What follows belongs to an exercise in optimizing a design on an open flow for small area; a production flow would make more cautious choices.
Only simulation tests tie the RTL to the original design; equivalence was not proved.
Power and IR drop assume default switching activity.

## run.sh

```bash
#!/bin/bash
# synth_recipe.tcl (not shown) runs the flow's synth.tcl, then flattens the netlist and writes it again
# the make line also repeats each setting of config.mk as NAME=value (left out here)
make -C /OpenROAD-flow-scripts/flow DESIGN_CONFIG=/design/flow/config.mk WORK_HOME=/design/flow/orfs CLKGATE_MAP_FILE= SYNTH_SCRIPT=/design/flow/synth_recipe.tcl finish
```

## constraint.sdc

```tcl
create_clock -name core_clock -period 4.0 [get_ports {clk}]
set_input_delay 0.8000 -clock core_clock [delete_from_list [all_inputs] [get_ports {clk}]]
set_output_delay 0.8000 -clock core_clock [all_outputs]
set_load 0.01 [all_outputs]
```

## design.v

```verilog
package dpram_pkg;
   typedef logic [7:0] byte_t;
   typedef enum logic [1:0] {RESET, CLEAR, READY} state_t;
endpackage
module dpram_clr_seq
#(
   parameter int LOG2_L = 4
) (
   input  logic clk,
   input  logic rst_n,
   output logic ready
);
   logic [LOG2_L:0] cnt;
   always_ff @(posedge clk)
      if (!rst_n)          cnt <= '0;
      else if (!cnt[LOG2_L]) cnt <= cnt + 1'b1;
   assign ready = cnt[LOG2_L];
endmodule
module dpram_aoi222 (
   input  logic [2:0] a,
   input  logic [2:0] b,
   output logic       y
);
   assign y = ~|(a & b);
endmodule
module dpram_and3 (
   input  logic [2:0] a,
   output logic       y
);
   assign y = &a;
endmodule
module dpram_nand4 (
   input  logic [3:0] a,
   output logic       y
);
   assign y = ~&a;
endmodule
module dpram_nor2 (
   input  logic a,
   input  logic b,
   output logic y
);
   assign y = ~(a | b);
endmodule
module dpram_rd_bit (
   input  logic [17:0] a,
   input  logic [17:0] b,
   output logic        y
);
   logic [5:0] n;
   logic       h;
   for (genvar k = 0; k < 6; k++) begin : g_a
      dpram_aoi222 u_aoi (.a(a[3*k +: 3]), .b(b[3*k +: 3]), .y(n[k]));
   end
   dpram_and3  u_and  (.a(n[5:3]), .y(h));
   dpram_nand4 u_nand (.a({h, n[2:0]}), .y(y));
endmodule
module dpram_a21oi (
   input  logic a,
   input  logic b,
   input  logic c,
   output logic y
);
   assign y = ~((a & b) | c);
endmodule
module dpram_nand2 (
   input  logic a,
   input  logic b,
   output logic y
);
   assign y = ~(a & b);
endmodule
module dpram_and2 (
   input  logic a,
   input  logic b,
   output logic y
);
   assign y = a & b;
endmodule
module dpram_dec2 (
   input  logic       en,
   input  logic [1:0] a,
   output logic [3:0] y
);
   always_comb
      for (int k = 0; k < 4; k++) y[k] = en && a == k;
endmodule
module dpram_dec2n (
   input  logic [1:0] a,
   output logic [3:0] y
);
   always_comb
      for (int k = 0; k < 4; k++) y[k] = a == k;
endmodule
module dpram_wdata (
   input  logic       ready,    
   input  logic [7:0] d,
   output logic [7:0] y
);
   assign y = d & {8{ready}};
endmodule
module dpram_ctl #(
   parameter int LOG2_L = 4
) (
   input  logic              ready,
   input  logic              rst_n,
   input  logic              run,       
   input  logic              re,
   input  logic              we,
   input  logic [LOG2_L-1:0] d_a,
   input  logic [LOG2_L-1:0] q_a,
   output logic              clr,       
   output logic              nrst,      
   output logic              wr,        
   output logic              rd,        
   output logic              re_ok,     
   output logic              rd_any,    
   output logic              we_eq,     
   output logic              rd_we_eq   
);
   assign clr      = !run;
   assign nrst     = !rst_n;
   assign wr       = we && ready;
   assign rd       = rst_n && re && ready;
   assign re_ok    = re && run;
   assign rd_any   = rst_n && re_ok;
   assign we_eq    = we && d_a == q_a;
   assign rd_we_eq = rd && we_eq;
endmodule
module dpram_be
#(
   parameter int LOG2_L   = 4,
   parameter int W_BYTES  = 16,
   parameter int RD_REG   = 1,
   parameter int WR_FIRST = 1
) (
   input  logic                       clk,
   input  logic                       rst_n,
   output logic                       ready,
   input  logic                       we,
   input  logic [W_BYTES-1:0]         wbe,
   input  logic [LOG2_L-1:0]          d_a,
   input  dpram_pkg::byte_t [W_BYTES-1:0] d,
   input  logic                       re,
   input  logic [LOG2_L-1:0]          q_a,
   output dpram_pkg::byte_t [W_BYTES-1:0] q,
   output logic                       q_valid
);
   localparam int L = 2 ** LOG2_L;
   localparam int W = 8 * W_BYTES;
   dpram_clr_seq #(.LOG2_L(LOG2_L)) u_clr (
      .clk   (clk),
      .rst_n (rst_n),
      .ready (ready)
   );
   logic               run;      
   logic               clr, nrst, wr, rd, re_ok, rd_any, we_eq, rd_we_eq;
   logic [3:0]         wlo, whi, rlo, rhi;   
   logic [L-1:0]       wsel_n;   
   logic [L-1:0]       rsel_n;   
   logic [W_BYTES-1:0] bsel_n;   
   logic [W_BYTES-1:0] coll;     
   logic [W_BYTES-1:0] fwd;      
   logic [W_BYTES-1:0] hold;     
   logic [W-1:0]       wdata;
   always_ff @(posedge clk) run <= rst_n;
   dpram_ctl #(.LOG2_L(LOG2_L)) u_ctl (
      .ready(ready), .rst_n(rst_n), .run(run), .re(re), .we(we), .d_a(d_a), .q_a(q_a),
      .clr(clr), .nrst(nrst), .wr(wr), .rd(rd), .re_ok(re_ok), .rd_any(rd_any),
      .we_eq(we_eq), .rd_we_eq(rd_we_eq));
   dpram_dec2  u_wlo (.en(wr),     .a(d_a[1:0]), .y(wlo));
   dpram_dec2n u_whi (.a(d_a[3:2]), .y(whi));
   dpram_dec2  u_rlo (.en(rd_any), .a(q_a[1:0]), .y(rlo));
   dpram_dec2n u_rhi (.a(q_a[3:2]), .y(rhi));
   for (genvar w = 0; w < L; w++) begin : g_wc
      dpram_a21oi u_ws (.a(wlo[w % 4]), .b(whi[w / 4]), .c(clr), .y(wsel_n[w]));
      dpram_nand2 u_rs (.a(rlo[w % 4]), .b(rhi[w / 4]), .y(rsel_n[w]));
   end
   for (genvar i = 0; i < W_BYTES; i++) begin : g_bc
      dpram_nor2  u_bs (.a(wbe[i]), .b(clr), .y(bsel_n[i]));
      dpram_and2  u_co (.a(wbe[i]), .b(we_eq), .y(coll[i]));
      dpram_and2  u_fw (.a(wbe[i]), .b(rd_we_eq), .y(fwd[i]));
      dpram_nor2  u_ho (.a(re_ok), .b(nrst), .y(hold[i]));
      dpram_wdata u_wd (.ready(run), .d(d[i]), .y(wdata[8*i +: 8]));
   end
   logic [L*W-1:0]       mem;   
   logic [L*W_BYTES-1:0] rs;    
   for (genvar w = 0; w < L; w++) begin : g_w
      for (genvar i = 0; i < W_BYTES; i++) begin : g_b
         logic en;
         dpram_nor2 u_en (.a(wsel_n[w]), .b(bsel_n[i]), .y(en));
         always_ff @(posedge clk)
            if (en) mem[w*W + 8*i +: 8] <= wdata[8*i +: 8];
         dpram_nor2 u_rs (.a(rsel_n[w]), .b(coll[i]), .y(rs[w*W_BYTES + i]));
      end
   end
   logic [W-1:0] qn;
   for (genvar i = 0; i < W_BYTES; i++) begin : g_rb
      for (genvar j = 0; j < 8; j++) begin : g_rbit
         dpram_rd_bit u_rd (
            .a({hold[i], fwd[i],
                rs[15*W_BYTES + i], rs[14*W_BYTES + i], rs[13*W_BYTES + i], rs[12*W_BYTES + i],
                rs[11*W_BYTES + i], rs[10*W_BYTES + i], rs[ 9*W_BYTES + i], rs[ 8*W_BYTES + i],
                rs[ 7*W_BYTES + i], rs[ 6*W_BYTES + i], rs[ 5*W_BYTES + i], rs[ 4*W_BYTES + i],
                rs[ 3*W_BYTES + i], rs[ 2*W_BYTES + i], rs[ 1*W_BYTES + i], rs[ 0*W_BYTES + i]}),
            .b({q[i][j], d[i][j],
                mem[15*W + 8*i + j], mem[14*W + 8*i + j], mem[13*W + 8*i + j], mem[12*W + 8*i + j],
                mem[11*W + 8*i + j], mem[10*W + 8*i + j], mem[ 9*W + 8*i + j], mem[ 8*W + 8*i + j],
                mem[ 7*W + 8*i + j], mem[ 6*W + 8*i + j], mem[ 5*W + 8*i + j], mem[ 4*W + 8*i + j],
                mem[ 3*W + 8*i + j], mem[ 2*W + 8*i + j], mem[ 1*W + 8*i + j], mem[ 0*W + 8*i + j]}),
            .y(qn[8*i + j]));
      end
   end
   always_ff @(posedge clk) begin
      q       <= qn;
      q_valid <= rd;
   end
endmodule
```

## config.mk

```make
export PLATFORM = sky130hd
export DESIGN_NAME = dpram_be
export DESIGN_NICKNAME = dpram_be
export VERILOG_FILES = /design/flow/design.v
export SDC_FILE = /design/flow/constraint.sdc
export NUM_CORES = 4
export LEC_CHECK = 0
export CAP_MARGIN = 5
export CORE_MARGIN = 2
export CORE_UTILIZATION = 50
export CTS_BUF_LIST = sky130_fd_sc_hd__clkbuf_16
export CTS_CLUSTER_DIAMETER = 100
export CTS_CLUSTER_SIZE = 25
export GPL_TIMING_DRIVEN = 0
export SLEW_MARGIN = 5
export SYNTH_HIERARCHICAL = 1
```

==> results.py, run 1 <==
metrics = {
    "grt": {
        "antenna_found_initial": 25,
        "overflow": 0,
        "grt_pass1_vias": 42400,
        "grtUsageTotal": 0.276,
        "grt_first_pass_wirelength_mm": 307,
        "grt_max_degree": 61,
    },
    "synthesis": {
        "synth_area_per_cell_um2": 19.3,
        "synthTopCellsByArea": "edfxtp_1 80%, a222oi_1 10%, dfxtp_1 3.5%",
        "yosysMostFrequentCell": "edfxtp_1",
        "seq_area_frac_synth": 0.833,
        "yosysTopAreaCell": "edfxtp_1",
        "yosys-top-cells-count": "2048 x edfxtp_1, 768 x a222oi_1, 547 x nor2_1",
        "syn_area_mm2": 0.0771,
        "ys_seq_elements": 2183,
        "netlist_instances": 3987,
        "yosysTopAreaCellShare": 0.798,
        "synth_ff_type": "edfxtp_1",
        "synth_edf_count": 2048,
        "synth_cell_types": 25,
        "synthArstFlopShare": 0,
        "synth_fp_nets": 4144,
        "yosys_warnings": 10,
    },
    "sta": {
        "setup_viol": 0,
        "rsz0062_at_grt": "false",
        "tightest_slew_ns": 1.30,
        "finalHoldViolCount": 0,
        "slew_viol_final": 0,
        "fin_skew_ns": 0.0367,
        "fmax_ghz": 0.271,
        "fin_crit_sh": 0.923,
        "timing.hold.ws_ns": 0.480,
        "setup_slack_ns": 0.307,
        "period_needed_ns": 3.69,
        "setup_tns_ns": 0,
        "relSlewSlack": 0.129,
    },
    "floorplan": {
        "num_rows": 144,
        "fp.dieArea_mm2": 0.157,
        "die-width_um": 397,
        "start_util": 0.502,
        "die_h_um": 397,
        "ioPinCount": 286,
        "core_mm2": 0.154,
    },
    "setup_path": {
        "reg2reg_slack_ns": 0.38,
        "startpoint": "rst_n",
        "worstReg2RegEnd": "q[1]",
        "path_buf_inv": 2,
        "critPathCaptureType": "flop",
        "required_ns": 4.65,
        "crit_cells": 9,
        "path_cells": "clkdlybuf4s50_1 -> and3_2 -> nor3b_2 -> nand2_2 -> buf_12 -> nor2_1 -> a222oi_1 -> and3_1 -> nand4_1",
        "crit_type": "primary input to flop",
        "endpoint": "q[1]",
        "rr_startpoint": "run",
        "reg2reg_depth": 8,
        "critical-path-max-stage-delay_ns": 0.65,
        "crit_fanout": 9,
        "crit_path_start_kind": "primary input",
        "arrival_ns": 4.35,
        "critPathTopFamily": "simple AND/OR/NAND/NOR gates",
        "slowest_stage": "clkdlybuf4s50_1",
    },
    "pwr": {
        "ir_worst_vdd_mv": 0.411,
        "power_density_mw_per_mm2": 468,
        "leakage_nw": 28.9,
    },
    "routing": {
        "drt_wl_total_mm": 224,
        "drc": 0,
        "wl_per_cell_um": 34.1,
        "vias": 44600,
        "drt_iter0_markers": 9063,
        "via_per_inst": 6.80,
        "dr.pass1.iters": 8,
        "postRouteAntennaNets": 0,
    },
    "clocking": {
        "cts_tree": "yes",
        "root_buffer": "clkbuf_16",
        "cts.reportedPaths.clkPinSlew_ns": 0.10,
        "cts_buffers": 97,
        "cts.sink_count": 2183,
        "clkLatencyLatePin_ns": 0.74,
        "cts_max_level": 3,
        "clk_path_buf_depth": 3,
    },
    "layout": {
        "area_delta_synth_final_pct": 12.4,
        "utilization": 0.564,
        "layout-drive-gt1-share": 0.0456,
        "fillerInstances": 11700,
        "regArea_mm2": 0.0642,
        "final_area_mm2": 0.0866,
        "multi_input_area_mm2": 0.0130,
        "fin_nets": 4574,
    },
    "place": {
        "hpwl_mm": 143,
        "post-place-ws_ns": -0.729,
        "place.gp.congestion": 0.819,
        "dpl-instance-area_mm2": 0.0837,
        "port_buffers": 285,
    },
    "min_path": {
        "hp-class": "flop to flop",
    },
    "status": {
        "status": "timing/DRC/antenna clean",
    },
    "job": {
        "drv_cap": 0,
    },
}
==> per-layer routing <==
| layer | up-vias | global-route usage | part of all wire |
|---|---|---|---|
| li1 | 18600 | - | - |
| met5 | - | 0.00400 | 0.0012 |
| met4 | 28 | 0.102 | 0.035 |
| met2 | 2847 | 0.404 | 0.45 |
| met1 | 22700 | 0.393 | 0.38 |
| met3 | 401 | 0.0843 | 0.13 |
==> layout make-up <==
type,count,area share
Clock inverter,80,0.00371
Inverter,2,0.000116
Sequential cell,2183,0.741
Tap cell,2044,0.0295
Antenna cell,22,0.000636
Multi-Input combinational cell,1802,0.150
Timing Repair Buffer,331,0.0449
Clock buffer,101,0.0292
==> sequential cells by signal (all words and copies together), names as in the netlist <==
register   cells
mem         2048
q            128
run            1
q_valid        1
u_clr.cnt      5
==> how the worst min path moves through the flow <==
stage	slack, ns	cells after the start	from	to
floorplan	0.44	2	mem[512]	q[0]
global placement	0.46	2	mem[563]	q[51]
detailed placement	0.46	2	mem[578]	q[66]
CTS	0.49	2	mem[524]	q[12]
global route	0.51	2	mem[229]	q[101]
finish	0.48	2	mem[226]	q[98]
==> layout by cell type, fill, tap and decap left out, types with 75 or more instances in the layout <==
cell             instances
nand4_1                128
inv_1                   75
edfxtp_1              2048
and2_1                 160
clkbuf_16              101
and3_1                 128
nor2_1                 546
clkdlybuf4s50_1        285
a222oi_1               768
dfxtp_1                134
==> cells by family (layout without fill, tap and decap cells) <==
| kind of cell | Yosys count | count (layout) | synth area share |
|---|---|---|---|
| flip-flops | 2183 | 2183 | 0.833 |
| AND/OR/NAND/NOR | 1008 | 1008 | 0.0640 |
| AO/OA/AOI/OAI | 785 | 785 | 0.102 |
| XOR/XNOR | 7 | 7 | 0.000796 |
| buffers and inverters | 2 | 514 | 0.0000975 |
| adder cells (fa/ha/maj) | 1 | 1 | 0.000162 |
| multiplexers | 1 | 1 | 0.000130 |
| other | 0 | 22 | 0 |
==> timing repair <==
action | in CTS | in global routing
resized for setup | 0 | 4
setup buffers | 0 | 1
setup endpoints to repair | 0 | 52
hold buffers | 0 | 0
==> report_power, final <==
part	switching (mW)	internal [mW]	total, mW	leakage, nW
Clock	6.73	4.62	11.4	1.67
Sequential	0.408	26.5	26.9	21.6
Combinational	1.65	0.597	2.25	5.68
Total	8.79	31.7	40.5	28.9
==> per-module statistics from Yosys (local to each module, per instance), excerpt <==
module	copies in the design	cell area (um^2)	flip-flops and latches	cells inside
dpram_a21oi	16	8.76	0	1
dpram_and2	32	6.26	0	1
dpram_and3	128	6.26	0	1
dpram_aoi222	768	10.0	0	1
dpram_be	1	64100	2178	2178
dpram_dec2	2	37.5	0	4
dpram_dec2n	2	26.3	0	4
dpram_nand2	16	3.75	0	1
dpram_nand4	128	6.26	0	1
dpram_nor2	544	3.75	0	1
dpram_wdata	16	50.0	0	8
==> stage by stage <==
step                power [mW]  std cells
floorplan                 28.2       3987
global placement          29.5       6316
detailed placement        29.6       6361
CTS                       40.6       6542
global route              41.6       6548
finish                    40.5       6565
==> worst min-delay path, delay by kind of cell, from the launching register on <==
family | cells | cell delay [ns]
flip-flops | 1 | 0.33
AND/OR/NAND/NOR | 1 | 0.08
AO/OA/AOI/OAI | 1 | 0.06
==> inputs of run 2 (changes only) <==
==> flow/run.sh (new file) <==
#!/bin/bash
# Layout flow: the standard ORFS flow (standard.sh, unchanged synthesis and
# steps), except that buffer_ports puts the smallest buffer, buf_1, on each port.
# make's full output goes to standard_flow.log; ORFS's per-step logs stay under orfs/logs.
set -euo pipefail
export BUFFER_PORTS_ARGS="-buffer_cell sky130_fd_sc_hd__buf_1"
bash standard.sh > standard_flow.log 2>&1
==> standard.sh (new file) <==
#!/bin/bash
# synth_recipe.tcl (not shown) runs the flow's synth.tcl, then flattens the netlist and writes it again
# the make line also repeats each setting of config.mk as NAME=value (left out here)
make -C /OpenROAD-flow-scripts/flow DESIGN_CONFIG=/design/flow/config.mk WORK_HOME=/design/flow/orfs CLKGATE_MAP_FILE= SYNTH_SCRIPT=/design/flow/synth_recipe.tcl "${@:-finish}"
removed: run.sh
==> run 2 against run 1 <==
  * Clock skew fell by 0.011 ns
  * Largest cell class unchanged
  * Setup slack got worse by 0.15 ns
  * Critical path type unchanged
  * Largest power group unchanged
  * Critical path depth rose by 1
  * Flip-flop and latch count did not move
  * Critical endpoint is now q[3]
  * Worst hold slack got worse by 0.13 ns
  * Sequential power barely moved
  * Fmax fell by 3.8%
==> results.py, run 2 <==
metrics = {
    "floorplan": {
        "core_mm2": 0.154,
        "ioPinCount": 286,
        "fp.dieArea_mm2": 0.157,
        "die-width_um": 397,
        "num_rows": 144,
        "die_h_um": 397,
        "start_util": 0.502,
    },
    "grt": {
        "antenna_found_initial": 29,
        "grt_pass1_vias": 41900,
        "grt_first_pass_wirelength_mm": 304,
        "grtUsageTotal": 0.273,
        "overflow": 0,
        "grt_max_degree": 61,
    },
    "clocking": {
        "cts_max_level": 3,
        "root_buffer": "clkbuf_16",
        "post_cts_buffers": 0,
        "clk_path_buf_depth": 3,
        "hold_buffers": 0,
        "cts_resized": 0,
        "clkLatencyLatePin_ns": 0.75,
        "cts.reportedPaths.clkPinSlew_ns": 0.09,
        "cts_tree": "yes",
        "cts_buffers": 97,
        "cts.sink_count": 2183,
    },
    "layout": {
        "top_register": "mem",
        "fin_nets": 4574,
        "final_cell_mix": "2048 x edfxtp_1, 768 x a222oi_1, 546 x nor2_1",
        "largestRegisters": "mem x2048, q x128, u_clr.cnt x5",
        "layout_commonest_cell": "edfxtp_1",
        "area_delta_synth_final_pct": 10.1,
        "layout-drive-gt1-share": 0.0447,
        "largest_register_ffs": 2048,
    },
    "synthesis": {
        "syn_area_mm2": 0.0771,
        "synth_fp_nets": 4144,
        "yosysTopAreaCellShare": 0.798,
        "yosys_warnings": 10,
        "seq_area_frac_synth": 0.833,
        "synth_edf_count": 2048,
        "ys_seq_elements": 2183,
        "synth_cell_types": 25,
        "synth_area_per_cell_um2": 19.3,
        "synth_ff_type": "edfxtp_1",
        "yosysMostFrequentCell": "edfxtp_1",
        "yosys-top-cells-count": "2048 x edfxtp_1, 768 x a222oi_1, 547 x nor2_1",
        "synthTopCellsByArea": "edfxtp_1 80%, a222oi_1 10%, dfxtp_1 3.5%",
        "yosysTopAreaCell": "edfxtp_1",
        "synthArstFlopShare": 0,
        "netlist_instances": 3987,
    },
    "setup_path": {
        "crit_path_start_kind": "primary input",
        "required_ns": 4.54,
        "critPathCaptureType": "flop",
        "arrival_ns": 4.38,
        "crit_type": "primary input to flop",
        "crit_fanout": 16,
    },
    "routing": {
        "dr.pass1.iters": 10,
        "drt_wl_total_mm": 221,
        "via_per_inst": 6.80,
        "drt_iter0_markers": 9270,
        "postRouteAntennaNets": 0,
        "drc": 0,
        "vias": 44700,
        "wl_per_cell_um": 33.7,
    },
    "sta": {
        "fmax_ghz": 0.260,
        "finalHoldViolCount": 0,
        "fin_skew_ns": 0.0261,
        "slew_viol_final": 0,
        "setup_slack_ns": 0.160,
        "fin_crit_sh": 0.960,
        "relSlewSlack": 0.166,
        "timing.hold.ws_ns": 0.348,
        "rsz0062_at_grt": "false",
        "period_needed_ns": 3.84,
        "setup_viol": 0,
        "tightest_slew_ns": 1.25,
    },
    "pwr": {
        "ir_worst_vdd_mv": 0.344,
        "leakage_nw": 28.2,
        "power_density_mw_per_mm2": 475,
    },
    "place": {
        "place.gp.congestion": 0.838,
        "post-place-ws_ns": -0.420,
        "hpwl_mm": 143,
        "port_buffers": 285,
    },
    "job": {
        "drv_cap": 0,
    },
    "status": {
        "status": "timing/DRC/antenna clean",
    },
    "min_path": {
        "hp-class": "primary input to flop",
    },
}
==> run 2: where the power goes <==
group / leakage [nW] / switching [mW] / internal [mW]
combinational: 4.95 / 1.64 / 0.383
clock: 1.67 / 6.72 / 4.63
sequential: 21.6 / 0.392 / 26.5
total: 28.2 / 8.75 / 31.5
==> run 2: area by class of cell <==
type	instances	area [um^2]
clock inverter	82	330
clock buffer	101	2530
tap	2044	2560
timing repair buffer	331	2100
inverter	2	10.0
antenna	27	67.6
fill	11800	68700
sequential	2183	64200
multi-input combinational	1802	13000
==> run 2: through the flow <==
stage                      util  std cells  cell area, um^2  TNS [ns]  total power, mW
final                     0.553       6572            84800         0             40.3
after floorplan               -       3987            77100         0             28.2
after global placement    0.526       6316            80700         -             29.2
after detailed placement  0.533       6362            81900    -13.47             29.4
after global routing      0.552       6558            84800         0             41.4
after CTS                 0.552       6545            84800         0             40.4
==> run 2: worst max-delay path, cell delays in order <==
cell      delay (ns)
buf_1           0.24
xnor2_1         0.16
nand3_1         0.20
nor2_4          0.57
buf_12          0.29
and2_1          0.56
nor2_1          0.33
a222oi_1        0.63
and3_1          0.30
nand4_1         0.26
==> run 2: modules after synthesis (local to each module, per instance), a selection <==
module       times used  flip-flops and latches  cells  area, um^2
dpram_and2           32                       0      1        6.26
dpram_and3          128                       0      1        6.26
dpram_be              1                    2178   2178       64100
dpram_dec2            2                       0      4        37.5
dpram_nand2          16                       0      1        3.75
dpram_nand4         128                       0      1        6.26
dpram_nor2          544                       0      1        3.75
dpram_wdata          16                       0      8        50.0
==> run 2: cell families after synthesis <==
group                    count (synthesis)  share of synthesized area
multiplexers                             1                   0.000130
AND/OR/NAND/NOR                       1008                     0.0640
flip-flops                            2183                      0.833
adder cells (fa/ha/maj)                  1                   0.000162
AO/OA/AOI/OAI                          785                      0.102
XOR/XNOR                                 7                   0.000796
buffers and inverters                    2                  0.0000975
==> run 2: worst paths after layout <==
check,startpoint,to,slack (ns),cells past startpoint
worst max-delay path,d_a[1],q[3],0.16,10
worst min register to register,mem[620],q[108],0.47,2
worst max register to register,run,q[35],0.51,8
worst min-delay path,rst_n,run,0.35,1
==> run 2: routing by layer <==
layer / wire length (um) / global-route usage / up-vias
li1: - / - / 18700
met1: 84500 / 0.387 / 22800
met2: 99700 / 0.398 / 2816
met3: 28200 / 0.0793 / 386
met4: 8700 / 0.113 / 22
met5: 153 / 0.00277 / -
==> inputs of run 3 (changes only) <==
--- a/design.v
+++ b/design.v
@@ -87,2 +87,19 @@
 endmodule
+module dpram_dec2f (
+   input  logic       en,
+   input  logic       f,
+   input  logic [1:0] a,
+   output logic [3:0] y
+);
+   always_comb
+      for (int k = 0; k < 4; k++) y[k] = (en && a == k) || f;
+endmodule
+module dpram_dec2nf (
+   input  logic       f,
+   input  logic [1:0] a,
+   output logic [3:0] y
+);
+   always_comb
+      for (int k = 0; k < 4; k++) y[k] = a == k || f;
+endmodule
 module dpram_dec2n (
@@ -106,3 +123,3 @@
    input  logic              rst_n,
-   input  logic              run,       
+   input  logic              clr_q,     
    input  logic              re,
@@ -111,3 +128,2 @@
    input  logic [LOG2_L-1:0] q_a,
-   output logic              clr,       
    output logic              nrst,      
@@ -120,3 +136,2 @@
 );
-   assign clr      = !run;
    assign nrst     = !rst_n;
@@ -124,3 +139,3 @@
    assign rd       = rst_n && re && ready;
-   assign re_ok    = re && run;
+   assign re_ok    = re && !clr_q;
    assign rd_any   = rst_n && re_ok;
@@ -156,6 +171,8 @@
    logic               run;      
-   logic               clr, nrst, wr, rd, re_ok, rd_any, we_eq, rd_we_eq;
+   logic               clr;      
+   logic               nrst, wr, rd, re_ok, rd_any, we_eq, rd_we_eq;
    logic [3:0]         wlo, whi, rlo, rhi;   
-   logic [L-1:0]       wsel_n;   
-   logic [L-1:0]       rsel_n;   
+   localparam int NC = 4;        
+   logic [L*NC-1:0]    wsel_n;       
+   logic [L*NC-1:0]    rsel_n;       
    logic [W_BYTES-1:0] bsel_n;   
@@ -165,9 +182,12 @@
    logic [W-1:0]       wdata;
-   always_ff @(posedge clk) run <= rst_n;
+   always_ff @(posedge clk) begin
+      run <= rst_n;
+      clr <= !rst_n;
+   end
    dpram_ctl #(.LOG2_L(LOG2_L)) u_ctl (
-      .ready(ready), .rst_n(rst_n), .run(run), .re(re), .we(we), .d_a(d_a), .q_a(q_a),
-      .clr(clr), .nrst(nrst), .wr(wr), .rd(rd), .re_ok(re_ok), .rd_any(rd_any),
+      .ready(ready), .rst_n(rst_n), .clr_q(clr), .re(re), .we(we), .d_a(d_a), .q_a(q_a),
+      .nrst(nrst), .wr(wr), .rd(rd), .re_ok(re_ok), .rd_any(rd_any),
       .we_eq(we_eq), .rd_we_eq(rd_we_eq));
-   dpram_dec2  u_wlo (.en(wr),     .a(d_a[1:0]), .y(wlo));
-   dpram_dec2n u_whi (.a(d_a[3:2]), .y(whi));
+   dpram_dec2f  u_wlo (.en(wr), .f(clr), .a(d_a[1:0]), .y(wlo));
+   dpram_dec2nf u_whi (.f(clr), .a(d_a[3:2]), .y(whi));
    dpram_dec2  u_rlo (.en(rd_any), .a(q_a[1:0]), .y(rlo));
@@ -175,4 +195,6 @@
    for (genvar w = 0; w < L; w++) begin : g_wc
-      dpram_a21oi u_ws (.a(wlo[w % 4]), .b(whi[w / 4]), .c(clr), .y(wsel_n[w]));
-      dpram_nand2 u_rs (.a(rlo[w % 4]), .b(rhi[w / 4]), .y(rsel_n[w]));
+      for (genvar c = 0; c < NC; c++) begin : g_c
+         dpram_nand2 u_ws (.a(wlo[w % 4]), .b(whi[w / 4]), .y(wsel_n[w*NC + c]));
+         dpram_nand2 u_rs (.a(rlo[w % 4]), .b(rhi[w / 4]), .y(rsel_n[w*NC + c]));
+      end
    end
@@ -190,6 +212,6 @@
          logic en;
-         dpram_nor2 u_en (.a(wsel_n[w]), .b(bsel_n[i]), .y(en));
+         dpram_nor2 u_en (.a(wsel_n[w*NC + i*NC/W_BYTES]), .b(bsel_n[i]), .y(en));
          always_ff @(posedge clk)
             if (en) mem[w*W + 8*i +: 8] <= wdata[8*i +: 8];
-         dpram_nor2 u_rs (.a(rsel_n[w]), .b(coll[i]), .y(rs[w*W_BYTES + i]));
+         dpram_nor2 u_rs (.a(rsel_n[w*NC + i*NC/W_BYTES]), .b(coll[i]), .y(rs[w*W_BYTES + i]));
       end
==> flow/run.sh (replaced) <==
#!/bin/bash
# Layout flow: the standard ORFS flow (standard.sh: unchanged synthesis, floorplan,
# power grid, placement, routing), with two changes made through ORFS's own variables:
#  - buffer_ports puts the smallest buffer, buf_1, on each input and output port;
#  - clock tree synthesis clusters up to 30 sinks within 80 um under each clkbuf_16
#    and inserts no dummy loads.
# make's full output goes to standard_flow.log; ORFS's per-step logs stay under orfs/logs.
set -euo pipefail
export BUFFER_PORTS_ARGS="-buffer_cell sky130_fd_sc_hd__buf_1"
export CTS_ARGS="-sink_clustering_enable -repair_clock_nets -sink_clustering_size 30 -sink_clustering_max_diameter 80 -buf_list sky130_fd_sc_hd__clkbuf_16 -dont_use_dummy_load"
bash standard.sh > standard_flow.log 2>&1
--- a/config.mk
+++ b/config.mk
@@ -10,5 +10,2 @@
 export CORE_UTILIZATION = 50
-export CTS_BUF_LIST = sky130_fd_sc_hd__clkbuf_16
-export CTS_CLUSTER_DIAMETER = 100
-export CTS_CLUSTER_SIZE = 25
 export GPL_TIMING_DRIVEN = 0
==> run 3 against run 2 <==
  * Setup slack worse by 0.16 ns
  * Power is 0.34% lower
  * Sequential power hardly changed
  * Synthesized cell count is 2.5% higher
  * First-iteration DRC count decreased by 7.9%
  * Largest power group unchanged
  * Flip-flop and latch count rose by 1
  * Clock-buffer cell count up 4
  * Clock skew up 0.053 ns
  * Sequential share of layout area is 0.76 points higher
  * Now fails the layout checks on setup timing
  * Non-clock buffer count is 32 lower
==> results.py, run 3 <==
metrics = {
    "synthesis": {
        "yosysTopAreaCell": "edfxtp_1",
        "synthTopCellsByArea": "edfxtp_1 79%, a222oi_1 9.9%, dfxtp_1 3.5%",
        "ys_seq_elements": 2184,
        "yosysTopAreaCellShare": 0.795,
        "yosys-top-cells-count": "2048 x edfxtp_1, 768 x a222oi_1, 546 x nor2_1",
        "synth_area_per_cell_um2": 18.9,
        "netlist_instances": 4087,
        "synth_fp_nets": 4244,
        "synth_ff_type": "edfxtp_1",
        "synthArstFlopShare": 0,
        "synth_edf_count": 2048,
        "synth_cell_types": 28,
        "yosys_warnings": 12,
        "seq_area_frac_synth": 0.830,
        "yosysMostFrequentCell": "edfxtp_1",
        "syn_area_mm2": 0.0774,
    },
    "grt": {
        "grt_pass1_vias": 42700,
        "grtUsageTotal": 0.270,
        "antenna_found_initial": 20,
        "grt_first_pass_wirelength_mm": 303,
        "grt_max_degree": 49,
        "overflow": 0,
    },
    "layout": {
        "stdcell_count": 6544,
        "fillerInstances": 12200,
        "top_register": "mem",
        "regArea_mm2": 0.0642,
        "layout_commonest_cell": "edfxtp_1",
        "fin_nets": 4650,
        "layout-drive-gt1-share": 0.0345,
        "largestRegisters": "mem x2048, q x128, u_clr.cnt x5",
        "final_cell_mix": "2048 x edfxtp_1, 768 x a222oi_1, 531 x nor2_1",
        "utilization": 0.546,
        "multi_input_area_mm2": 0.0132,
        "largest_register_ffs": 2048,
        "area_delta_synth_final_pct": 8.57,
    },
    "clocking": {
        "hold_buffers": 0,
        "clkLatencyLatePin_ns": 0.77,
        "cts_tree": "yes",
        "root_buffer": "clkbuf_16",
        "cts.sink_count": 2184,
        "cts_buffers": 105,
        "clk_path_buf_depth": 3,
        "cts_max_level": 3,
        "cts.reportedPaths.clkPinSlew_ns": 0.11,
    },
    "setup_path": {
        "crit_fanout": 25,
        "critical-path-max-stage-delay_ns": 0.73,
        "arrival_ns": 4.65,
        "crit_type": "flop to flop",
        "slowest_stage": "nor2_1",
        "required_ns": 4.65,
        "path_buf_inv": 1,
        "critPathCaptureType": "flop",
        "crit_path_start_kind": "flop",
        "critPathTopFamily": "simple AND/OR/NAND/NOR gates",
        "path_cells": "nor2b_4 -> buf_12 -> and2_1 -> and3b_2 -> nand2_1 -> nor2_1 -> a222oi_1 -> and3_1 -> nand4_1",
    },
    "place": {
        "hpwl_mm": 143,
        "place.gp.congestion": 0.856,
        "place_inst": 6428,
        "port_buffers": 285,
    },
    "sta": {
        "relSlewSlack": 0.133,
        "setup_slack_ns": -0.00166,
        "period_needed_ns": 4.00,
        "rsz0062_at_grt": "false",
        "tightest_slew_ns": 1.30,
        "timing.hold.ws_ns": 0.454,
        "fmax_ghz": 0.250,
        "fin_skew_ns": 0.0795,
        "finalHoldViolCount": 0,
        "setup_tns_ns": -0.00230,
        "setup_viol": 2,
        "slew_viol_final": 0,
        "fin_crit_sh": 1.00,
    },
    "pwr": {
        "total_power_mw": 40.1,
        "leakage_nw": 26.8,
        "ir_worst_vdd_mv": 0.342,
        "power_density_mw_per_mm2": 478,
    },
    "routing": {
        "wl_per_cell_um": 33.5,
        "drt_wl_total_mm": 219,
        "drc": 0,
        "postRouteAntennaNets": 0,
        "dr.pass1.iters": 10,
        "vias": 44500,
        "drt_iter0_markers": 8534,
        "via_per_inst": 6.80,
    },
    "floorplan": {
        "num_rows": 144,
        "core_mm2": 0.154,
        "fp.dieArea_mm2": 0.158,
        "start_util": 0.503,
        "die_h_um": 397,
        "ioPinCount": 286,
        "die-width_um": 397,
    },
    "status": {
        "failed_checks": "setup timing",
        "status": "finished with violations",
    },
    "job": {
        "drv_cap": 0,
    },
    "min_path": {
        "hp-class": "primary input to flop",
    },
}
-- run 3: per-layer routing --
layer | global-route usage | wire (um)
met1 | 0.374 | 83500
met2 | 0.418 | 102000
met3 | 0.0704 | 26200
met4 | 0.0883 | 7320
met5 | 0.0124 | 359
-- run 3: modules after synthesis (local to each module, per instance), a selection --
module,area (um^2),cells,copies in the design,flops+latches
dpram_dec2nf,35.0,5,1,0
dpram_dec2n,26.3,4,1,0
dpram_nand2,3.75,1,128,0
dpram_be,64100,2180,1,2179
dpram_wdata,50.0,8,16,0
dpram_and2,6.26,1,32,0
dpram_aoi222,10.0,1,768,0
-- run 3: cell type report --
| type | count | share of cell area |
|---|---|---|
| diodes | 9 | 0.000268 |
| clock buffers | 105 | 0.0313 |
| inverters | 4 | 0.000179 |
| multi-input cells | 1899 | 0.157 |
| flip-flops and latches | 2184 | 0.765 |
| well taps | 2044 | 0.0304 |
| repair buffers | 299 | 0.0158 |
-- run 3: report_power, final --
part | leakage [nW] | internal, mW | switching, mW | total [mW]
combinational | 4.86 | 0.346 | 1.68 | 2.02
sequential | 20.6 | 26.5 | 0.400 | 26.9
clock | 1.29 | 4.67 | 6.57 | 11.2
-- run 3: final timing paths --
| path | endpoint | slack (ns) | startpoint | depth (start not counted) |
|---|---|---|---|---|
| max reg2reg | q[68] | -0.002 | clr | 9 |
| min reg2reg | q[9] | 0.46 | mem[521] | 2 |
| min | run | 0.45 | rst_n | 1 |
| max | q[68] | -0.002 | clr | 9 |
-- run 3: cells by family (layout without fill, tap and decap cells) --
family,after synthesis,in the layout,share of synthesized area
fa+ha+maj,1,1,0.000162
other cells,0,9,0
flops,2184,2184,0.830
buf+inv,4,408,0.000194
simple gates,1113,1113,0.0685
compound gates,777,777,0.100
mux,1,1,0.000129
xor+xnor,7,7,0.000792
-- run 3: timing repair --
| action | in CTS | in global routing |
|---|---|---|
| gates resized for setup | 3 | 14 |
| endpoints found under the hold margin | 0 | 0 |
| pin swaps | 1 | 0 |
| setup endpoints to repair | 128 | 50 |
| setup buffers | 2 | 0 |
-- run 3: through the flow --
step	instance area (um^2)	worst slack, ns
final	84000	-0.00166
after global routing	84000	0.00141
after CTS	84000	0.0583
after detailed placement	81300	-1.24
after global placement	81000	-5.93
after floorplan	77400	0.830
==> inputs of run 4 (changes only) <==
--- a/design.v
+++ b/design.v
@@ -123,3 +123,2 @@
    input  logic              rst_n,
-   input  logic              clr_q,     
    input  logic              re,
@@ -131,4 +130,3 @@
    output logic              rd,        
-   output logic              re_ok,     
-   output logic              rd_any,    
+   output logic              re_rdy,    
    output logic              we_eq,     
@@ -139,4 +137,3 @@
    assign rd       = rst_n && re && ready;
-   assign re_ok    = re && !clr_q;
-   assign rd_any   = rst_n && re_ok;
+   assign re_rdy   = re && ready;
    assign we_eq    = we && d_a == q_a;
@@ -172,3 +169,3 @@
    logic               clr;      
-   logic               nrst, wr, rd, re_ok, rd_any, we_eq, rd_we_eq;
+   logic               nrst, wr, rd, re_rdy, we_eq, rd_we_eq;
    logic [3:0]         wlo, whi, rlo, rhi;   
@@ -187,4 +184,4 @@
    dpram_ctl #(.LOG2_L(LOG2_L)) u_ctl (
-      .ready(ready), .rst_n(rst_n), .clr_q(clr), .re(re), .we(we), .d_a(d_a), .q_a(q_a),
-      .nrst(nrst), .wr(wr), .rd(rd), .re_ok(re_ok), .rd_any(rd_any),
+      .ready(ready), .rst_n(rst_n), .re(re), .we(we), .d_a(d_a), .q_a(q_a),
+      .nrst(nrst), .wr(wr), .rd(rd), .re_rdy(re_rdy),
       .we_eq(we_eq), .rd_we_eq(rd_we_eq));
@@ -192,3 +189,3 @@
    dpram_dec2nf u_whi (.f(clr), .a(d_a[3:2]), .y(whi));
-   dpram_dec2  u_rlo (.en(rd_any), .a(q_a[1:0]), .y(rlo));
+   dpram_dec2  u_rlo (.en(rd), .a(q_a[1:0]), .y(rlo));
    dpram_dec2n u_rhi (.a(q_a[3:2]), .y(rhi));
@@ -204,3 +201,3 @@
       dpram_and2  u_fw (.a(wbe[i]), .b(rd_we_eq), .y(fwd[i]));
-      dpram_nor2  u_ho (.a(re_ok), .b(nrst), .y(hold[i]));
+      dpram_nor2  u_ho (.a(re_rdy), .b(nrst), .y(hold[i]));
       dpram_wdata u_wd (.ready(run), .d(d[i]), .y(wdata[8*i +: 8]));
--- a/config.mk
+++ b/config.mk
@@ -7,7 +7,7 @@
 export LEC_CHECK = 0
-export CAP_MARGIN = 5
+export CAP_MARGIN = 15
 export CORE_MARGIN = 2
-export CORE_UTILIZATION = 50
+export CORE_UTILIZATION = 55
 export GPL_TIMING_DRIVEN = 0
-export SLEW_MARGIN = 5
+export SLEW_MARGIN = 15
 export SYNTH_HIERARCHICAL = 1
==> run 4 against run 3 <==
  * The layout still fails its checks (setup timing)
  * Synthesized cell count barely moved
  * Worst hold slack worse by 0.0019 ns
  * First-iteration DRC count decreased by 3.4%
  * Flip-flop and latch count is the same
  * Fmax fell by 0.22%
  * Largest cell class unchanged
==> results.py, run 4 <==
metrics = {
    "sta": {
        "tightest_slew_ns": 1.13,
        "setup_viol": 1,
        "finalHoldViolCount": 0,
        "setup_tns_ns": -0.0103,
        "period_needed_ns": 4.01,
        "slew_viol_final": 0,
        "fin_crit_sh": 1.00,
        "fin_skew_ns": 0.0541,
        "timing.hold.ws_ns": 0.452,
        "fmax_ghz": 0.249,
        "relSlewSlack": 0.246,
        "setup_slack_ns": -0.0103,
    },
    "synthesis": {
        "synthArstFlopShare": 0,
        "yosys_warnings": 12,
        "synth_area_per_cell_um2": 18.9,
        "ys_seq_elements": 2184,
        "seq_area_frac_synth": 0.830,
        "synth_fp_nets": 4243,
        "yosysMostFrequentCell": "edfxtp_1",
        "synth_edf_count": 2048,
        "netlist_instances": 4086,
        "yosys-top-cells-count": "2048 x edfxtp_1, 768 x a222oi_1, 547 x nor2_1",
        "syn_area_mm2": 0.0774,
        "synth_cell_types": 27,
        "yosysTopAreaCellShare": 0.795,
        "yosysTopAreaCell": "edfxtp_1",
        "synth_ff_type": "edfxtp_1",
        "synthTopCellsByArea": "edfxtp_1 79%, a222oi_1 9.9%, dfxtp_1 3.5%",
    },
    "grt": {
        "overflow": 0,
        "grt_max_degree": 61,
        "grt_first_pass_wirelength_mm": 295,
        "grt_pass1_vias": 42400,
        "antenna_found_initial": 23,
        "grtUsageTotal": 0.290,
    },
    "clocking": {
        "cts.sink_count": 2184,
        "cts_buffers": 94,
        "cts_tree": "yes",
        "hold_buffers": 0,
        "root_buffer": "clkbuf_16",
        "cts_max_level": 3,
        "cts.reportedPaths.clkPinSlew_ns": 0.11,
        "clkLatencyLatePin_ns": 0.73,
        "clk_path_buf_depth": 3,
    },
    "setup_path": {
        "crit_path_start_kind": "flop",
        "crit_fanout": 16,
        "critPathTopFamily": "simple AND/OR/NAND/NOR gates",
        "slowest_stage": "dfxtp_1",
        "arrival_ns": 4.68,
        "path_cells": "and3_4 -> and3_2 -> nand2_1 -> nor2_1 -> a222oi_1 -> and3_1 -> nand4_1",
        "critical-path-max-stage-delay_ns": 0.78,
        "critPathCaptureType": "flop",
        "required_ns": 4.66,
        "path_buf_inv": 0,
        "crit_type": "flop to flop",
    },
    "floorplan": {
        "die_h_um": 379,
        "ioPinCount": 286,
        "die-width_um": 379,
        "num_rows": 137,
        "fp.dieArea_mm2": 0.144,
        "core_mm2": 0.140,
        "start_util": 0.554,
    },
    "place": {
        "place_inst": 6258,
        "hpwl_mm": 139,
        "port_buffers": 285,
        "place.gp.congestion": 0.887,
        "dpl-instance-area_mm2": 0.0811,
    },
    "routing": {
        "dr.pass1.iters": 10,
        "vias": 44300,
        "via_per_inst": 6.94,
        "drt_iter0_markers": 8245,
        "wl_per_cell_um": 33.3,
        "postRouteAntennaNets": 0,
        "drc": 0,
        "drt_wl_total_mm": 213,
    },
    "pwr": {
        "ir_worst_vdd_mv": 0.337,
        "power_density_mw_per_mm2": 464,
        "leakage_nw": 26.7,
    },
    "layout": {
        "layout_commonest_cell": "edfxtp_1",
        "final_cell_mix": "2048 x edfxtp_1, 768 x a222oi_1, 536 x nor2_1",
        "layout-drive-gt1-share": 0.0317,
        "area_delta_synth_final_pct": 8.06,
        "final_area_mm2": 0.0836,
        "largest_register_ffs": 2048,
        "largestRegisters": "mem x2048, q x128, u_clr.cnt x5",
        "top_register": "mem",
        "stdcell_count": 6382,
        "utilization": 0.599,
        "fin_nets": 4641,
    },
    "min_path": {
        "hp-class": "flop to flop",
    },
    "status": {
        "status": "finished with violations",
        "failed_checks": "setup timing",
    },
    "job": {
        "drv_cap": 0,
    },
}
run 4: changes by cell type after synthesis:
cell,previous run,this run
and2_2,1,3
nor2b_1,4,3
nor2_2,1,0
nand3_2,1,0
nor2_1,546,547
and2_1,165,163
nand3_1,1,2
and3_4,0,1
and3_2,2,1
run 4: power breakdown:
part | internal, mW | leakage [nW] | switching (mW)
registers | 26.3 | 20.6 | 0.294
logic | 0.169 | 4.91 | 1.33
clock network | 4.21 | 1.16 | 6.40
total | 30.7 | 26.7 | 8.03
run 4: worst register-to-register path, cell delays in order (launching register included):
cell,delay (ns)
dfxtp_1,0.78
and3_4,0.47
and3_2,0.76
nand2_1,0.54
nor2_1,0.75
a222oi_1,0.29
and3_1,0.25
nand4_1,0.11
run 4: final cells by class:
class / instances / area (um^2)
flip-flops and latches: 2184 / 64200
fillers: 10500 / 55900
multi-input cells: 1898 / 13200
clock buffers: 94 / 2350
well taps: 1876 / 2350
repair buffers: 302 / 1380
diodes: 24 / 60.1
inverters: 4 / 15.0
run 4: per-stage QoR:
step	total power, mW	setup slack, ns
2_1_floorplan	27.8	1.26
3_3_place_gp	28.5	-2.51
3_5_place_dp	28.6	-0.530
4_1_cts	38.9	0.102
5_1_grt	39.7	-0.00644
6_report	38.8	-0.0103
run 4: final timing paths:
kind | from | endpoint | slack (ns) | cells past startpoint
hold reg to reg | mem[531] | q[19] | 0.45 | 2
setup / recovery | u_clr.cnt[4] | q[55] | -0.01 | 7
setup reg to reg | u_clr.cnt[4] | q[55] | -0.01 | 7
hold / removal | mem[531] | q[19] | 0.45 | 2
run 4: layer usage:
layer / GRT usage / up-vias / share of wire
met3: 0.0824 / 352 / 0.12
met5: 0 / - / 0.00058
li1: - / 18800 / -
met1: 0.407 / 22600 / 0.39
met4: 0.0853 / 22 / 0.031
met2: 0.446 / 2525 / 0.47
run 4: Yosys stat by module (local to each module, per instance), a selection:
module,flops+latches,area [um^2],times used,cells
dpram_and2,0,6.26,32,1
dpram_and3,0,6.26,128,1
dpram_aoi222,0,10.0,768,1
dpram_dec2,0,37.5,1,4
dpram_dec2f,0,42.5,1,6
dpram_dec2n,0,26.3,1,4
dpram_dec2nf,0,35.0,1,5
dpram_nand2,0,3.75,128,1
dpram_nand4,0,6.26,128,1
dpram_nor2,0,3.75,544,1
dpram_wdata,0,50.0,16,8
run 4: kinds of logic (layout without fill, tap and decap cells):
logic type                 Yosys count  in the layout  share of synthesized area
xor gates and xnor gates             7              7                   0.000792
buffers and inverters                4            400                   0.000194
DFF                               2184           2184                      0.830
adders and majority gates            1              1                   0.000162
and+or+nand+nor                   1112           1112                     0.0684
AOI/OAI and AO/OA                  777            777                      0.100
other                                0             24                          0
muxes                                1              1                   0.000129
run 4: what timing repair did:
item	in CTS	in global routing
setup endpoints to repair	0	12
setup buffers	0	3
gates resized for setup	0	0
==> inputs of run 5 (changes only) <==
--- a/config.mk
+++ b/config.mk
@@ -7,7 +7,7 @@
 export LEC_CHECK = 0
-export CAP_MARGIN = 15
+export CAP_MARGIN = 10
 export CORE_MARGIN = 2
-export CORE_UTILIZATION = 55
+export CORE_UTILIZATION = 50
 export GPL_TIMING_DRIVEN = 0
-export SLEW_MARGIN = 15
+export SLEW_MARGIN = 10
 export SYNTH_HIERARCHICAL = 1
==> run 5 against run 4 <==
  * Still fails the layout checks on setup timing
  * Fmax decreased by 0.40%
  * Area after synthesis unchanged
  * Setup slack got worse by 0.016 ns
  * Utilization decreased by 5.3 points
  * Clock skew increased by 0.0038 ns
  * Cell count increased by 2.6%
  * Final area increased by 0.52%
  * Critical path type unchanged
  * Largest cell class unchanged
==> results.py, run 5 <==
metrics = {
    "layout": {
        "multi_input_area_mm2": 0.0132,
        "final_cell_mix": "2048 x edfxtp_1, 768 x a222oi_1, 539 x nor2_1",
        "top_register": "mem",
        "fillerInstances": 12200,
        "largestRegisters": "mem x2048, q x128, u_clr.cnt x5",
        "largest_register_ffs": 2048,
        "area_delta_synth_final_pct": 8.62,
        "layout-drive-gt1-share": 0.0325,
        "final_area_mm2": 0.0840,
        "layout_commonest_cell": "edfxtp_1",
        "regArea_mm2": 0.0642,
        "fin_nets": 4649,
    },
    "setup_path": {
        "path_cells": "and2_2 -> a31o_1 -> nand2_1 -> nor2_1",
        "rr_startpoint": "u_clr.cnt[4]",
        "critPathTopFamily": "simple AND/OR/NAND/NOR gates",
        "crit_path_start_kind": "flop",
        "arrival_ns": 4.41,
        "crit_type": "flop to flop",
        "required_ns": 4.38,
        "critical-path-max-stage-delay_ns": 0.97,
        "worstReg2RegEnd": "mem[2001]",
        "critPathCaptureType": "flop",
        "slowest_stage": "a31o_1",
        "crit_fanout": 16,
        "path_buf_inv": 0,
        "reg2reg_depth": 4,
        "reg2reg_slack_ns": -0.03,
    },
    "synthesis": {
        "synthTopCellsByArea": "edfxtp_1 79%, a222oi_1 9.9%, dfxtp_1 3.5%",
        "yosysTopAreaCell": "edfxtp_1",
        "yosysMostFrequentCell": "edfxtp_1",
        "netlist_instances": 4086,
        "synth_fp_nets": 4243,
        "synth_ff_type": "edfxtp_1",
        "yosysTopAreaCellShare": 0.795,
        "yosys_warnings": 12,
        "syn_area_mm2": 0.0774,
        "synth_cell_types": 27,
        "synth_edf_count": 2048,
        "seq_area_frac_synth": 0.830,
        "synth_area_per_cell_um2": 18.9,
        "yosys-top-cells-count": "2048 x edfxtp_1, 768 x a222oi_1, 547 x nor2_1",
        "synthArstFlopShare": 0,
        "ys_seq_elements": 2184,
    },
    "floorplan": {
        "die-width_um": 397,
        "ioPinCount": 286,
        "core_mm2": 0.154,
        "die_h_um": 397,
        "fp.dieArea_mm2": 0.158,
        "num_rows": 144,
        "start_util": 0.503,
    },
    "grt": {
        "grtUsageTotal": 0.269,
        "grt_pass1_vias": 42900,
        "antenna_found_initial": 30,
        "grt_max_degree": 48,
        "overflow": 0,
        "grt_first_pass_wirelength_mm": 302,
    },
    "clocking": {
        "cts_max_level": 3,
        "cts_buffers": 108,
        "cts_tree": "yes",
        "cts.reportedPaths.clkPinSlew_ns": 0.11,
        "clk_path_buf_depth": 3,
        "cts.sink_count": 2184,
        "clkLatencyLatePin_ns": 0.77,
        "root_buffer": "clkbuf_16",
    },
    "routing": {
        "drt_wl_total_mm": 219,
        "postRouteAntennaNets": 0,
        "vias": 44700,
        "dr.pass1.iters": 7,
        "drt_iter0_markers": 8661,
        "wl_per_cell_um": 33.4,
        "via_per_inst": 6.83,
        "drc": 0,
    },
    "sta": {
        "finalHoldViolCount": 0,
        "fmax_ghz": 0.248,
        "setup_slack_ns": -0.0265,
        "fin_crit_sh": 1.01,
        "period_needed_ns": 4.03,
        "fin_skew_ns": 0.0579,
        "setup_viol": 10,
        "tightest_slew_ns": 1.23,
        "relSlewSlack": 0.179,
        "slew_viol_final": 0,
    },
    "job": {
        "drv_cap": 0,
    },
    "status": {
        "status": "finished with violations",
        "failed_checks": "setup timing",
    },
    "pwr": {
        "power_density_mw_per_mm2": 470,
        "ir_worst_vdd_mv": 0.346,
        "leakage_nw": 26.8,
        "total_power_mw": 39.5,
    },
    "min_path": {
        "hp-class": "primary input to flop",
        "holdPathEnd": "run",
        "hold_path_depth": 1,
        "min_from": "rst_n",
    },
    "place": {
        "dpl-instance-area_mm2": 0.0813,
        "hpwl_mm": 142,
        "port_buffers": 285,
        "place.gp.congestion": 0.837,
    },
}
-- run 5: cell count changes in the layout (fill, tap and decap cells not counted), moves of 2 or more --
cell	previous run	this run
diode_2	24	16
nor2_1	536	539
clkbuf_16	94	108
buf_12	5	3
buf_4	2	0
buf_6	2	0
nor2_2	9	6
-- run 5: per-module statistics from Yosys (local to each module, per instance), a selection --
module | flip-flops and latches | cell area, um^2 | copies in the design | cells
dpram_nor2 | 0 | 3.75 | 544 | 1
dpram_and2 | 0 | 6.26 | 32 | 1
dpram_be | 2179 | 64100 | 1 | 2180
dpram_nand2 | 0 | 3.75 | 128 | 1
dpram_aoi222 | 0 | 10.0 | 768 | 1
dpram_dec2n | 0 | 26.3 | 1 | 4
dpram_dec2 | 0 | 37.5 | 1 | 4
dpram_dec2f | 0 | 42.5 | 1 | 6
dpram_dec2nf | 0 | 35.0 | 1 | 5
dpram_nand4 | 0 | 6.26 | 128 | 1
dpram_and3 | 0 | 6.26 | 128 | 1
dpram_wdata | 0 | 50.0 | 16 | 8
-- run 5: how the worst max path moves through the flow --
stage	to	depth (start not counted)	startpoint
5_1_grt	q[50]	10	q_a[3]
2_1_floorplan	q[0]	8	q_a[1]
6_report	mem[2001]	4	u_clr.cnt[4]
4_1_cts	mem[1182]	4	u_clr.cnt[4]
3_3_place_gp	q[46]	9	q_a[3]
3_5_place_dp	q[30]	8	rst_n
-- run 5: through the flow --
stage	instances	setup TNS (ns)	utilization	setup slack, ns	hold WS, ns
floorplan	4086	0	-	1.26	0.443
global placement	6415	-6885.09	0.526	-2.97	0.454
detailed placement	6426	-66.30	0.528	-0.676	0.465
CTS	6534	0	0.546	0.0279	0.309
global route	6542	-0.00534	0.546	-0.00438	0.354
finish	6550	-0.185	0.546	-0.0265	0.358
-- run 5: logic make-up (layout without fill, tap and decap cells) --
kind of cell               after synthesis  count (layout)  share of synthesized area
AOI/OAI and AO/OA                      777             777                      0.100
xor gates and xnor gates                 7               7                   0.000792
adders and majority gates                1               1                   0.000162
buffers and inverters                    4             408                   0.000194
DFF                                   2184            2184                      0.830
muxes                                    1               1                   0.000129
other                                    0              16                          0
and+or+nand+nor                       1112            1112                     0.0684
-- run 5: cell type report --
cell class                      instances  share of cell area
Antenna cell                           16            0.000476
Clock buffer                          108              0.0322
Inverter                                4            0.000208
Multi-Input combinational cell       1898               0.157
Sequential cell                      2184               0.764
Tap cell                             2044              0.0304
Timing Repair Buffer                  296              0.0153
-- run 5: timing repair --
item                       CTS  global route
pin swaps                    0             1
setup buffers                0             0
setup endpoints to repair  128            12
hold buffers                 0             0
resized for setup            2             2
-- run 5: routing by layer --
metal / part of all wire / vias to the layer above / GRT usage
met5: 0.00091 / - / 0
met4: 0.035 / 32 / 0.0931
met3: 0.12 / 410 / 0.0685
met2: 0.47 / 2667 / 0.416
met1: 0.38 / 22800 / 0.373
li1: - / 18800 / -
-- run 5: report_power, final --
| part | leakage, nW | total, mW | switching (mW) | internal (mW) |
|---|---|---|---|---|
| clock network | 1.33 | 11.4 | 6.59 | 4.79 |
| logic | 4.86 | 1.52 | 1.35 | 0.164 |
| registers | 20.6 | 26.6 | 0.289 | 26.3 |
| total | 26.8 | 39.5 | 8.23 | 31.3 |
-- run 5: worst register-to-register path, cell delays in order, from the launching register on --
cell and delay (ns):
dfxtp_1 0.80, and2_2 0.32, a31o_1 0.97, nand2_1 0.72, nor2_1 0.86
==> inputs of run 6 (changes only) <==
--- a/design.v
+++ b/design.v
@@ -10,3 +10,4 @@
    input  logic rst_n,
-   output logic ready
+   output logic ready,
+   output logic ready_rd
 );
@@ -14,5 +15,8 @@
    always_ff @(posedge clk)
-      if (!rst_n)          cnt <= '0;
+      if (!rst_n)            cnt <= '0;
       else if (!cnt[LOG2_L]) cnt <= cnt + 1'b1;
    assign ready = cnt[LOG2_L];
+   always_ff @(posedge clk)
+      if (!rst_n)                                ready_rd <= 1'b0;
+      else if (!cnt[LOG2_L] && &cnt[LOG2_L-1:0]) ready_rd <= 1'b1;
 endmodule
@@ -122,2 +126,3 @@
    input  logic              ready,
+   input  logic              ready_rd,  
    input  logic              rst_n,
@@ -136,4 +141,4 @@
    assign wr       = we && ready;
-   assign rd       = rst_n && re && ready;
-   assign re_rdy   = re && ready;
+   assign rd       = rst_n && re && ready_rd;
+   assign re_rdy   = re && ready_rd;
    assign we_eq    = we && d_a == q_a;
@@ -162,2 +167,3 @@
    localparam int W = 8 * W_BYTES;
+   logic ready_rd;     
    dpram_clr_seq #(.LOG2_L(LOG2_L)) u_clr (
@@ -165,3 +171,4 @@
       .rst_n (rst_n),
-      .ready (ready)
+      .ready (ready),
+      .ready_rd(ready_rd)
    );
@@ -184,3 +191,3 @@
    dpram_ctl #(.LOG2_L(LOG2_L)) u_ctl (
-      .ready(ready), .rst_n(rst_n), .re(re), .we(we), .d_a(d_a), .q_a(q_a),
+      .ready(ready), .ready_rd(ready_rd), .rst_n(rst_n), .re(re), .we(we), .d_a(d_a), .q_a(q_a),
       .nrst(nrst), .wr(wr), .rd(rd), .re_rdy(re_rdy),
--- a/config.mk
+++ b/config.mk
@@ -11,2 +11,3 @@
 export GPL_TIMING_DRIVEN = 0
+export SETUP_SLACK_MARGIN = 0.2
 export SLEW_MARGIN = 10
==> run 6 against run 5 <==
  * The run now finishes clean
  * Largest power group unchanged
  * Wire length down 0.84%
  * Die area about the same
  * Clock-buffer cell count down 12
  * Combinational power about the same
  * Clock skew up 0.0028 ns
  * Sequential share of layout area up 0.22 points
  * Sequential power about the same
  * Cell count down 0.11%
  * Critical path type unchanged
  * Power down 1.7%
  * Flip-flop and latch count up 1
  * Fmax up 15%
  * Setup slack better by 0.52 ns
==> results.py, run 6 <==
metrics = {
    "synthesis": {
        "synth_area_per_cell_um2": 18.9,
        "netlist_instances": 4090,
        "yosys_warnings": 12,
        "synthTopCellsByArea": "edfxtp_1 79%, a222oi_1 9.9%, dfxtp_1 3.5%",
        "yosysTopAreaCellShare": 0.795,
        "synth_ff_type": "edfxtp_1",
        "ys_seq_elements": 2185,
        "synth_edf_count": 2048,
        "syn_area_mm2": 0.0774,
        "yosys-top-cells-count": "2048 x edfxtp_1, 768 x a222oi_1, 548 x nor2_1",
        "synth_fp_nets": 4247,
        "synthArstFlopShare": 0,
        "seq_area_frac_synth": 0.830,
        "yosysTopAreaCell": "edfxtp_1",
        "yosysMostFrequentCell": "edfxtp_1",
        "synth_cell_types": 29,
    },
    "layout": {
        "layout-drive-gt1-share": 0.0308,
        "layout_commonest_cell": "edfxtp_1",
        "area_delta_synth_final_pct": 8.29,
        "fin_nets": 4644,
        "largestRegisters": "mem x2048, q x128, u_clr.cnt x5",
        "final_cell_mix": "2048 x edfxtp_1, 768 x a222oi_1, 542 x nor2_1",
        "top_register": "mem",
        "largest_register_ffs": 2048,
    },
    "sta": {
        "finalHoldViolCount": 0,
        "rsz0062_at_grt": "false",
        "fmax_ghz": 0.286,
        "period_needed_ns": 3.50,
        "relSlewSlack": 0.184,
        "setup_tns_ns": 0,
        "setup_slack_ns": 0.498,
        "slew_viol_final": 0,
        "fin_crit_sh": 0.876,
        "fin_skew_ns": 0.0606,
        "setup_viol": 0,
        "tightest_slew_ns": 1.22,
    },
    "clocking": {
        "clkLatencyLatePin_ns": 0.75,
        "root_buffer": "clkbuf_16",
        "cts.reportedPaths.clkPinSlew_ns": 0.11,
        "cts_buffers": 96,
        "cts_tree": "yes",
        "cts.sink_count": 2185,
        "clk_path_buf_depth": 3,
        "cts_max_level": 3,
    },
    "job": {
        "drv_cap": 0,
    },
    "setup_path": {
        "path_buf_inv": 0,
        "crit_type": "flop to flop",
        "critPathCaptureType": "flop",
        "slowest_stage": "dfxtp_4",
        "crit_cells": 3,
        "arrival_ns": 3.85,
        "crit_fanout": 24,
        "path_cells": "a31o_2 -> nand2_1 -> nor2_1",
        "reg2reg_depth": 3,
        "critical-path-max-stage-delay_ns": 0.91,
        "critPathTopFamily": "simple AND/OR/NAND/NOR gates",
        "required_ns": 4.35,
        "crit_path_start_kind": "flop",
    },
    "place": {
        "post-place-ws_ns": -0.478,
        "place.gp.congestion": 0.838,
        "port_buffers": 285,
        "hpwl_mm": 140,
    },
    "floorplan": {
        "core_mm2": 0.154,
        "ioPinCount": 286,
        "fp.dieArea_mm2": 0.158,
        "num_rows": 144,
        "die-width_um": 397,
        "start_util": 0.503,
        "die_h_um": 397,
    },
    "grt": {
        "overflow": 0,
        "grt_max_degree": 65,
        "antenna_found_initial": 28,
        "grtUsageTotal": 0.267,
        "grt_pass1_vias": 42400,
        "grt_first_pass_wirelength_mm": 301,
    },
    "pwr": {
        "leakage_nw": 26.7,
        "power_density_mw_per_mm2": 463,
        "ir_worst_vdd_mv": 0.339,
        "total_power_mw": 38.8,
    },
    "status": {
        "status": "timing/DRC/antenna clean",
    },
    "routing": {
        "dr.pass1.iters": 9,
        "via_per_inst": 6.81,
        "drt_iter0_markers": 8609,
        "drc": 0,
        "wl_per_cell_um": 33.2,
        "drt_wl_total_mm": 217,
        "vias": 44600,
        "postRouteAntennaNets": 0,
    },
    "min_path": {
        "hold_path_depth": 2,
        "hp-class": "primary input to flop",
    },
}
==> run 6: changes by cell type in the layout (fill, tap and decap cells not counted), sizes merged <==
cell,change
buf,+3
clkbuf,-12
dfxtp,+1
diode,-2
nand2,+1
nor2,+1
o21a,+1
==> run 6: cell type report <==
class	instances	area [um^2]
multi-input combinational	1901	13200
tap	2044	2560
inverter	4	15.0
fill	12200	70000
antenna	14	35.0
timing repair buffer	299	1340
clock buffer	96	2400
sequential	2185	64200
==> run 6: per-stage QoR <==
step | std cells | area (um^2) | hold slack (ns) | util
global placement | 6419 | 81000 | 0.455 | 0.527
detailed placement | 6430 | 81300 | 0.455 | 0.529
CTS | 6526 | 83700 | 0.298 | 0.544
floorplan | 4090 | 77400 | 0.443 | -
finish | 6543 | 83800 | 0.343 | 0.545
global route | 6531 | 83800 | 0.379 | 0.545
==> run 6: report_power, final <==
group	internal (mW)	switching [mW]
Clock	4.30	6.39
Sequential	26.4	0.293
Combinational	0.166	1.34
Total	30.8	8.03
==> run 6: worst reg2reg max path: cells and delay by family, from the launching register on <==
kind / cells / cell delay [ns]
compound gates: 1 / 0.77
flops: 1 / 0.91
simple gates: 2 / 1.42
==> run 6: metal layers <==
metal,wire length [um],global-route usage,part of all wire,up-vias
li1,-,-,-,18800
met1,84700,0.382,0.39,22700
met2,99500,0.406,0.46,2715
met3,25900,0.0676,0.12,340
met4,6750,0.0860,0.031,36
met5,222,0,0.0010,-
==> run 6: logic make-up after synthesis <==
logic type	Yosys count	synth area share
flip-flops	2185	0.830
AND/OR/NAND/NOR	1114	0.0684
AO/OA/AOI/OAI	778	0.100
XOR/XNOR	7	0.000792
buffers and inverters	4	0.000194
multiplexers	1	0.000129
adder cells (fa/ha/maj)	1	0.000162
==> run 6: per-module statistics from Yosys (local to each module, per instance), a selection <==
module,cell area (um^2),flops+latches,times used
dpram_be,64100,2179,1
dpram_wdata,50.0,0,16
dpram_nand4,6.26,0,128
dpram_and2,6.26,0,32
dpram_dec2,37.5,0,1
dpram_dec2nf,35.0,0,1
dpram_nand2,3.75,0,128
dpram_and3,6.26,0,128
==> run 6: path summary, 6_finish.rpt <==
path | slack (ns) | endpoint | from
worst max-delay path | 0.50 | mem[1954] | clr
worst min-delay path | 0.34 | clr | rst_n
worst max register to register | 0.50 | mem[1954] | clr
worst min register to register | 0.46 | q[13] | mem[909]
==> run 6: repair_timing <==
action / CTS / global route
buffers inserted: 0 / 2
gates resized for setup: 1 / 2
endpoints found under the setup margin: 75 / 10
pin swaps: 0 / 1
hold buffers: 0 / 0

-- what the ideal ports hide --
Ports are ideal in the flow. The routed layouts listed here were re-timed in OpenROAD.
Step 1 sets driving cells, clkbuf_16 on the clock port and buf_2 on the other inputs (assumed; they add their load-dependent delay and slew).
Step 2, shift: input delay + t, output delay - t, t = (earliest + latest rising clock arrival at the registers) / 2. This alone moves slack from input paths to output paths.
Three values: ideal ports, drivers, drivers and shift; two values: the first two.
run | t, ns | setup slack, ns | worst setup path after step 2 | cell pins on the clock port's net
run 1 | 0.805 | 0.307 / 0.217 / -0.588 | input to register | 1
run 2 | 0.811 | 0.160 / 0.018 / -0.793 | input to register | 1
run 3 | 0.810 | -0.002 / -0.002 / -0.558 | input to register | 1
run 4 | 0.788 | -0.010 / -0.010 / -0.713 | input to register | 1
run 5 | 0.820 | -0.026 / -0.026 / -0.788 | input to register | 1
run 6 | 0.797 | 0.498 / 0.498 / -0.227 | input to register | 1
Met with ideal ports but missed after step 2: setup timing in run 1, run 2 and run 6. The setup slack of run 2, which loses most, moves by -0.142 ns with the drivers and by -0.953 ns with both steps.
